Context: an optimization exercise on an open-source flow, tuned for small area, a short achievable clock period and few clock cycles. The choices shown serve that exercise and are no tape-out recipe.
Where RTL was checked, it was by simulation tests only, not by an equivalence proof against the original.

// armCore
module armCore (
	input  logic        clk,
	input  logic        reset,
	input  logic [31:0] readData,
	output logic        memWrite,
	output logic [31:0] adr,
	output logic [31:0] writeData
);
	logic [31:0] regs [0:14];
	logic        fN, fZ, fC, fV;
	logic [31:0] pcReg;             
	logic [31:0] ir;
	logic        irValid;
	logic [15:0] selA, selB;        
	logic [31:0] pc8D;              
	logic        irFok;             
	logic        eValid;
	logic [3:0]  eCond, eFn, eRd;
	logic        eDP, eMul, eLoad, eB, ePred, eS, eArith, eSub, eRdPc;
	logic        eMemGo;            
	logic        memWReg;
	logic [31:0] opA, opB;          
	logic [31:0] dAdr;              
	logic [31:0] wdReg;             
	logic [2:0]  mulCnt;            
	logic        mulFirst;          
	function automatic logic condOk(input logic [3:0] c, input logic n, input logic z,
	                                input logic cf, input logic v);
		case (c)
			4'b0000: condOk = z;
			4'b0001: condOk = !z;
			4'b0010: condOk = cf;
			4'b0011: condOk = !cf;
			4'b0100: condOk = n;
			4'b0101: condOk = !n;
			4'b0110: condOk = v;
			4'b0111: condOk = !v;
			4'b1000: condOk = cf && !z;
			4'b1001: condOk = !(cf && !z);
			4'b1010: condOk = (n == v);
			4'b1011: condOk = (n != v);
			4'b1100: condOk = !z && (n == v);
			4'b1101: condOk = !(!z && (n == v));
			4'b1110: condOk = 1'b1;
			default: condOk = 1'b0;
		endcase
	endfunction
	function automatic logic [32:0] addPP(input logic [31:0] a, input logic [31:0] b, input logic ci);
		logic [31:0] p, g, pp, gg, c;
		p = a ^ b;
		g = a & b;
		gg = g;
		pp = p;
		gg[0] = g[0] | (p[0] & ci);
		for (int l = 0; l < 5; l++) begin
			logic [31:0] gn, pn;
			gn = gg;
			pn = pp;
			for (int i = 0; i < 32; i++) begin
				if ((i >> l) & 1) begin
					int j;
					j = ((i >> l) << l) - 1;
					gn[i] = gg[i] | (pp[i] & gg[j]);
					pn[i] = pp[i] & pp[j];
				end
			end
			gg = gn;
			pp = pn;
		end
		c = {gg[30:0], ci};
  ...
Size in the first run: about 99 I/O pins.
export LEC_CHECK = 0
export CAP_MARGIN = 20
export CORE_MARGIN = 2
export CORE_UTILIZATION = 60
export SLEW_MARGIN = 20
export TNS_END_PERCENT = 10
create_clock -name core_clock -period 14.0 [get_ports {clk}]
standard.sh (not shown) runs the stock make flow with config.mk's settings and CLKGATE_MAP_FILE= SYNTH_SCRIPT=/design/flow/synth_recipe.tcl, a recipe that flattens the netlist after the stock synthesis.
==> flow/flow/run.sh <==
#!/bin/bash
# Standard layout (the standard.sh: ORFS from the standard synthesis to
# finish), with two changes passed to ORFS's make:
#  - repair_timing aims for the setup slack margin in flow/margin.txt (ns),
#    at each stage where the standard flow repairs timing;
#  - clock tree synthesis inserts no dummy loads.
# Each tool's output goes to standard.log and ORFS's own logs under orfs/logs.
set -euo pipefail
MARGIN=$(cat flow/margin.txt)
bash standard.sh SETUP_SLACK_MARGIN=$MARGIN \
	"CTS_ARGS=-sink_clustering_enable -repair_clock_nets -dont_use_dummy_load" \
	finish > standard.log 2>&1
==> flow/flow/margin.txt <==
9.5
The baseline passed the timing, DRC and antenna checks.
==> next run, changes <==
--- a/flow/design.v
+++ b/flow/design.v
@@ -268,32 +268,29 @@
 	assign rdBf = (wen && selB[eRd]) ? wd : rdB;
 	logic condD, flagsBusy, dStall, dAdv, dTake, memGoD, isSub, needFall;
 	assign condD     = condOk(ir[31:28], fN, fZ, fC, fV);
 	assign flagsBusy = eValid && eS && (eDP || eMul);
 	assign dStall    = (isMem && ((eValid && (eDP || eMul || eLoad) && eRd == rnF)
 	                              || (ir[31:28] != 4'b1110 && flagsBusy)))
 	                || (isMul && eValid && (eDP || eMul || eLoad) && selB[eRd]);
 	assign dAdv      = irValid && !eBusy && !dStall && !jumpE;
 	assign needFall  = !flagsBusy && !condD;
 	assign dTake     = dAdv && ((isB && (needFall || !irFok)) || (isPcAdd && !needFall));
 	assign memGoD    = isMem && condD;
 	assign isSub     = isDP && (fn == 4'b0010);
-	logic [31:0] addrD, brD, offB;
-	logic [32:0] addrDc;
-	assign addrDc = addPP(rdA, {20'd0, ir[11:0]}, 1'b0);
-	assign addrD  = addrDc[31:0];
-	logic [32:0] brDc;
+	logic [31:0] addD, offB;
 	assign offB = {{6{ir[23]}}, ir[23:0], 2'b00};
-	assign brDc = addPP(pc8D, isPcAdd ? {20'd0, ir[11:0]} : (needFall ? 32'hFFFF_FFFC : offB), 1'b0);
-	assign brD  = brDc[31:0];
+	logic [32:0] addDc;
+	assign addDc = addPP(rdA, (isMem || isPcAdd) ? {20'd0, ir[11:0]} : (needFall ? 32'hFFFF_FFFC : offB), 1'b0);
+	assign addD  = addDc[31:0];
 	logic [31:0] opBD;
 	always_comb begin
 		if (isB || isPcAdd)
 			opBD = (needFall && isB) ? offB : 32'hFFFF_FFFC;
 		else if (immOp && isDP)
 			opBD = {24'd0, ir[7:0]} ^ {32{isSub}};
 		else
 			opBD = rdBf ^ {32{isSub}};
 	end
 	function automatic logic [3:0] portA(input logic [31:0] i);
 		if (i[27:26] == 2'b10)
 			portA = 4'd15;
@@ -313,25 +310,25 @@
 	logic        fBr, fOk;
 	logic [7:0]  fT;
 	assign fBr = (readData[27:26] == 2'b10);
 	logic [6:0]  pcLo2;
 	logic [32:0] fSum;
 	assign pcLo2 = {1'b0, pcReg[7:2]} + 7'd2;
 	assign fSum  = addPP({25'd0, pcLo2}, {{26{readData[5]}}, readData[5:0]}, 1'b0);
 	assign fT    = fSum[7:0];
 	assign fOk = (readData[23:5] == 19'd0 || readData[23:5] == 19'h7FFFF) && fT[7:6] == 2'b00;
 	logic irLoad;
 	assign irLoad = !eMemGo && (!irValid || dAdv) && !jumpE && !dTake;
 	logic [31:0] pcOther, pcNext;
-	assign pcOther = jumpE ? jumpTarget : dTake ? brD
+	assign pcOther = jumpE ? jumpTarget : dTake ? addD
 	               : irLoad ? {pcReg[31:2] + 30'd1, pcReg[1:0]} : pcReg;
 	assign pcNext  = (irLoad && fBr) ? {pcReg[31:8], fT[5:0], pcReg[1:0]} : pcOther;
 	logic [1:0] lzB;
 	logic [8:0] rsFirst;
 	assign lzB = (rdB[31:7] == 25'd0) ? 2'd3 : (rdB[31:15] == 17'd0) ? 2'd2
 	           : (rdB[31:23] == 9'd0) ? 2'd1 : 2'd0;
 	always_comb begin
 		case (lzB)
 			2'd0:    rsFirst = rdB[31:23];
 			2'd1:    rsFirst = rdB[23:15];
 			2'd2:    rsFirst = rdB[15:7];
 			default: rsFirst = {rdB[7:0], 1'b0};
@@ -389,20 +386,20 @@
 			opB    <= opBD;
 			{bNeg, bTwo, bOne} <= boothEnc(rsFirst);
 		end else if (mulStep)
 			{bNeg, bTwo, bOne} <= boothEnc(rsNext);
 		if (dAdv)
 			mulFirst <= 1'b1;
 		else if (mulStep)
 			mulFirst <= 1'b0;
 		if (!dAdv && mulStep && mulCnt == 3'd3) begin
 			opA <= csS;
 			opB <= csC;
 		end
-		dAdr  <= mulStep ? csS : addrD;
+		dAdr  <= mulStep ? csS : addD;
 		wdReg <= mulStep ? csC : rdBf;
 	end
 	assign adr       = eMemGo ? dAdr : pcReg;
 	assign memWrite  = memWReg;
 	assign writeData = wdReg;
 endmodule
 `default_nettype wire
Effect: The changed run produced a clean layout. Non-clock buffer count goes down by 2. Routed wire length came out lower by about 4.4%. Worst setup slack gains 0.059 ns. Utilization went up by 0.12 points. Design area came out lower by 1.8%. First-iteration DRC count is lower by 7.9%. Via count decreases by about 3%. Fmax increases by 1.2%. Die area goes down by about 2%. Sequential share of layout area rose by 0.78 points.
Testbench counts after the change, summed over its fixed seeds: cycles 23,856.
For the first run of this note, only the layout was checked, not whether the RTL still works.

---

Another version of the RTL of armCore (not shown whole).
Size in the first run: about 760 flip-flops, about 99 I/O pins.
export LEC_CHECK = 0
export CAP_MARGIN = 20
export CORE_MARGIN = 2
export CORE_UTILIZATION = 60
export SLEW_MARGIN = 20
export TNS_END_PERCENT = 10
create_clock -name core_clock -period 14.0 [get_ports {clk}]
Scripts as last shown in full above: flow/flow/run.sh, flow/flow/margin.txt
The starting point went through all stages and came out clean.
Edit:
--- a/flow/design.v
+++ b/flow/design.v
@@ -86,15 +86,15 @@
 	output logic [31:0] writeData
 );
 	logic [31:0] regs [0:14];
 	logic        fN, fZ, fC, fV;
 	logic [31:0] pcReg;             
 	logic [31:0] ir;
 	logic        irValid;
-	logic [3:0]  raA, raB;          
+	logic [15:0] selA, selB;        
 	logic [31:0] pc8D;              
 	logic        irFok;             
 	logic        eValid;
 	logic [3:0]  eCond, eFn, eRd;
 	logic        eDP, eMul, eLoad, eB, ePred, eS, eArith, eSub, eRdPc;
 	logic        eMemGo;            
 	logic        memWReg;
@@ -252,45 +252,45 @@
 	assign isLoad = ir[20];
 	assign fn     = ir[24:21];
 	assign rdF    = isMul ? ir[19:16] : ir[15:12];
 	assign rnF    = ir[19:16];
 	assign isPcAdd = isDP && immOp && fn == 4'b0100 && !ir[20] && rnF == 4'd15
 	               && ir[15:12] == 4'd15 && ir[11:8] == 4'd0;
 	logic [31:0] rdA, rdB, rdAf, rdBf;
-	logic [15:0] selA, selB;
-	assign selA = 16'(1) << raA;
-	assign selB = 16'(1) << raB;
 	always_comb begin
 		rdA = selA[15] ? pc8D : 32'd0;
 		rdB = selB[15] ? pc8D : 32'd0;
 		for (int r = 0; r < 15; r++) begin
 			if (selA[r]) rdA = rdA | regs[r];
 			if (selB[r]) rdB = rdB | regs[r];
 		end
 	end
-	assign rdAf = (wen && raA == eRd) ? wd : rdA;
-	assign rdBf = (wen && raB == eRd) ? wd : rdB;
+	assign rdAf = (wen && selA[eRd]) ? wd : rdA;
+	assign rdBf = (wen && selB[eRd]) ? wd : rdB;
 	logic condD, flagsBusy, dStall, dAdv, dTake, memGoD, isSub, needFall;
 	assign condD     = condOk(ir[31:28], fN, fZ, fC, fV);
 	assign flagsBusy = eValid && eS && (eDP || eMul);
 	assign dStall    = (isMem && ((eValid && (eDP || eMul || eLoad) && eRd == rnF)
 	                              || (ir[31:28] != 4'b1110 && flagsBusy)))
-	                || (isMul && eValid && (eDP || eMul || eLoad) && eRd == raB);
+	                || (isMul && eValid && (eDP || eMul || eLoad) && selB[eRd]);
 	assign dAdv      = irValid && !eBusy && !dStall && !jumpE;
 	assign needFall  = !flagsBusy && !condD;
 	assign dTake     = dAdv && ((isB && (needFall || !irFok)) || (isPcAdd && !needFall));
 	assign memGoD    = isMem && condD;
 	assign isSub     = isDP && (fn == 4'b0010);
-	logic [31:0] addD, offB;
+	logic [31:0] addrD, brD, offB;
+	logic [12:0] addrLo;
+	logic [19:0] baseHiInc;
+	assign addrLo    = {1'b0, rdA[11:0]} + {1'b0, ir[11:0]};
+	assign baseHiInc = rdA[31:12] + 20'd1;
+	assign addrD     = {addrLo[12] ? baseHiInc : rdA[31:12], addrLo[11:0]};
+	logic [32:0] brDc;
 	assign offB = {{6{ir[23]}}, ir[23:0], 2'b00};
-	logic [32:0] addDc;
-	assign addDc = addPP(rdA, (isMem || isPcAdd) ? {20'd0, ir[11:0]} : offB, 1'b0);
-	assign addD  = addDc[31:0];
-	logic [31:0] dTarget;
-	assign dTarget = needFall ? {pc8D[31:2] - 30'd1, pc8D[1:0]} : addD;
+	assign brDc = addPP(pc8D, isPcAdd ? {20'd0, ir[11:0]} : (needFall ? 32'hFFFF_FFFC : offB), 1'b0);
+	assign brD  = brDc[31:0];
 	logic [31:0] opBD;
 	always_comb begin
 		if (isB || isPcAdd)
 			opBD = (needFall && isB) ? offB : 32'hFFFF_FFFC;
 		else if (immOp && isDP)
 			opBD = {24'd0, ir[7:0]} ^ {32{isSub}};
 		else
@@ -320,15 +320,15 @@
 	assign pcLo2 = {1'b0, pcReg[7:2]} + 7'd2;
 	assign fSum  = addPP({25'd0, pcLo2}, {{26{readData[5]}}, readData[5:0]}, 1'b0);
 	assign fT    = fSum[7:0];
 	assign fOk = (readData[23:5] == 19'd0 || readData[23:5] == 19'h7FFFF) && fT[7:6] == 2'b00;
 	logic irLoad;
 	assign irLoad = !eMemGo && (!irValid || dAdv) && !jumpE && !dTake;
 	logic [31:0] pcOther, pcNext;
-	assign pcOther = jumpE ? jumpTarget : dTake ? dTarget
+	assign pcOther = jumpE ? jumpTarget : dTake ? brD
 	               : irLoad ? {pcReg[31:2] + 30'd1, pcReg[1:0]} : pcReg;
 	assign pcNext  = (irLoad && fBr) ? {pcReg[31:8], fT[5:0], pcReg[1:0]} : pcOther;
 	logic [1:0] lzB;
 	logic [8:0] rsFirst;
 	assign lzB = (rdB[31:7] == 25'd0) ? 2'd3 : (rdB[31:15] == 17'd0) ? 2'd2
 	           : (rdB[31:23] == 9'd0) ? 2'd1 : 2'd0;
 	always_comb begin
@@ -365,16 +365,16 @@
 				memWReg <= dAdv && memGoD && !isLoad;
 			end
 		end
 	end
 	always_ff @(posedge clk) begin
 		if (irLoad) begin
 			ir   <= readData;
-			raA  <= portA(readData);
-			raB  <= portB(readData);
+			selA <= 16'(1) << portA(readData);
+			selB <= 16'(1) << portB(readData);
 			pc8D <= {pcReg[31:2] + 30'd2, pcReg[1:0]};
 			irFok <= fOk;
 		end
 		if (dAdv) begin
 			eCond  <= ir[31:28];
 			eFn    <= fn;
 			eRd    <= rdF;
@@ -396,15 +396,15 @@
 			mulFirst <= 1'b1;
 		else if (mulStep)
 			mulFirst <= 1'b0;
 		if (!dAdv && mulStep && mulCnt == 3'd3) begin
 			opA <= csS;
 			opB <= csC;
 		end
-		dAdr  <= mulStep ? csS : addD;
+		dAdr  <= mulStep ? csS : addrD;
 		wdReg <= mulStep ? csC : rdBf;
 	end
 	assign adr       = eMemGo ? dAdr : pcReg;
 	assign memWrite  = memWReg;
 	assign writeData = wdReg;
 endmodule
 `default_nettype wire
After rerunning:
- The new run completed with no timing, DRC or antenna violations
- area after synthesis shrinks by 0.95%
- critical path depth is lower by 8
- routed wire length drops by 5.5%
- clock skew climbs by 0.018 ns
- cell area decreases by 3.2%
- flip-flop and latch count rises by 24
- via count fell by 4.1%
- clock-buffer cell count went up by 2
- worst setup slack gains 0.15 ns
- global-route usage is lower by 2.3 points
Function was not checked in any run of this note: the RTL went through the layout flow alone.

---

== before ==
armCore, a different RTL version from the one above (not shown whole).
Size: roughly 760 flip-flops, about 99 I/O pins, ~46000 um2 of cells after synthesis.
Design armCore, start of the top module:
module armCore (
	input  logic        clk,
	input  logic        reset,
	input  logic [31:0] readData,
	output logic        memWrite,
	output logic [31:0] adr,
	output logic [31:0] writeData
);
Settings: LEC_CHECK=0, CAP_MARGIN=20, CORE_MARGIN=2, CORE_UTILIZATION=60, SLEW_MARGIN=20, TNS_END_PERCENT=10; clock period 14.0 ns.
Scripts as last shown in full above: flow/flow/run.sh, flow/flow/margin.txt
before: full flow OK, the timing, DRC and antenna checks passed
Testbench counts of before, summed over its fixed seeds: cycles 24,997.
Edits applied to the flow inputs when going from before to after:
--- a/flow/design.v
+++ b/flow/design.v
@@ -82,23 +82,23 @@
 	input  logic        reset,
 	input  logic [31:0] readData,
 	output logic        memWrite,
 	output logic [31:0] adr,
 	output logic [31:0] writeData
 );
 	logic [31:0] regs [0:14];
 	logic        fN, fZ, fC, fV;
 	logic [31:0] pcReg;             
 	logic [31:0] ir;
 	logic        irValid;
-	logic [3:0]  raA, raB;          
+	logic [15:0] selA, selB;        
 	logic [31:0] pc8D;              
 	logic        irFok;             
 	logic        eValid;
 	logic [3:0]  eCond, eFn, eRd;
 	logic        eDP, eMul, eLoad, eB, ePred, eS, eArith, eSub, eRdPc;
 	logic        eMemGo;            
 	logic        memWReg;
 	logic [31:0] opA, opB;          
 	logic [31:0] dAdr;              
 	logic [31:0] wdReg;             
 	logic [2:0]  mulCnt;
@@ -245,35 +245,32 @@
 	logic [3:0]  fn, rdF, rnF;
 	assign isMul  = (ir[27:22] == 6'b000000) && (ir[7:4] == 4'b1001);
 	assign isDP   = (ir[27:26] == 2'b00) && !isMul;
 	assign isMem  = (ir[27:26] == 2'b01);
 	assign isB    = (ir[27:26] == 2'b10);
 	assign immOp  = ir[25];
 	assign isLoad = ir[20];
 	assign fn     = ir[24:21];
 	assign rdF    = isMul ? ir[19:16] : ir[15:12];
 	assign rnF    = ir[19:16];
 	logic [31:0] rdA, rdB, rdAf, rdBf;
-	logic [15:0] selA, selB;
-	assign selA = 16'(1) << raA;
-	assign selB = 16'(1) << raB;
 	always_comb begin
 		rdA = selA[15] ? pc8D : 32'd0;
 		rdB = selB[15] ? pc8D : 32'd0;
 		for (int r = 0; r < 15; r++) begin
 			if (selA[r]) rdA = rdA | regs[r];
 			if (selB[r]) rdB = rdB | regs[r];
 		end
 	end
-	assign rdAf = (wen && raA == eRd) ? wd : rdA;
-	assign rdBf = (wen && raB == eRd) ? wd : rdB;
+	assign rdAf = (wen && selA[eRd]) ? wd : rdA;
+	assign rdBf = (wen && selB[eRd]) ? wd : rdB;
 	logic condD, flagsBusy, dStall, dAdv, dTake, memGoD, isSub, needFall;
 	assign condD     = condOk(ir[31:28], fN, fZ, fC, fV);
 	assign flagsBusy = eValid && eS && (eDP || eMul);
 	assign dStall    = isMem && ((eValid && (eDP || eMul || eLoad) && eRd == rnF)
 	                             || (ir[31:28] != 4'b1110 && flagsBusy));
 	assign dAdv      = irValid && !eBusy && !dStall && !jumpE;
 	assign needFall  = !flagsBusy && !condD;
 	assign dTake     = dAdv && isB && (needFall || !irFok);
 	assign memGoD    = isMem && condD;
 	assign isSub     = isDP && (fn == 4'b0010);
 	logic [31:0] addD, offB;
@@ -342,24 +339,24 @@
 				irValid <= 1'b0;
 			if (!eBusy) begin
 				eValid  <= dAdv;
 				eMemGo  <= dAdv && memGoD;
 				memWReg <= dAdv && memGoD && !isLoad;
 			end
 		end
 	end
 	always_ff @(posedge clk) begin
 		if (irLoad) begin
 			ir   <= readData;
-			raA  <= portA(readData);
-			raB  <= portB(readData);
+			selA <= 16'(1) << portA(readData);
+			selB <= 16'(1) << portB(readData);
 			pc8D <= {pcReg[31:2] + 30'd2, pcReg[1:0]};
 			irFok <= fOk;
 		end
 		if (dAdv) begin
 			eCond  <= ir[31:28];
 			eFn    <= fn;
 			eRd    <= rdF;
 			eDP    <= isDP;
 			eMul   <= isMul;
 			eLoad  <= isLoad;
 			eB     <= isB;
### Flow results
The worst reg-to-reg path cell count in after was lower than what before gave.
after against before: final critical delay including setup and external delays climbed 0.014 ns, horizontal die dimension has increased, wire length of the first global-routing pass held.
The RTL of after was laid out without a check of its function.

==> port drivers added, routing unchanged <==
The flow's constraints put no driver on any port. The routed layouts listed below were extracted and timed again, unchanged, in two steps.
Step 1 assumes that a clkbuf_16 drives the clock port and a buf_2 every other input.
Step 2 times the ports against the registers' clock, not the clock port: input delays grow and output delays shrink by t, the midpoint of the rising clock arrivals with the driver on.
Slacks: ideal ports / drivers / drivers and shift; pairs: ideal ports / drivers.
run	t (ns)	setup WS [ns]	pins driven straight from the clock port
the first run of note 1	0.706	9.118 / 9.052 / 8.404	1
the second run of note 1	0.701	9.177 / 9.124 / 8.621	1
the first run of note 2	0.711	9.058 / 8.995 / 8.533	1
the second run of note 2	0.700	9.213 / 9.143 / 8.613	1
before	0.701	9.257 / 9.257 / 8.602	1
after	0.696	9.243 / 9.169 / 8.650	1
After both steps setup and hold are still met in every run listed. For the first run of note 1, which loses most, drivers alone change the setup slack by -0.066 ns; drivers and shift together by -0.714 ns.
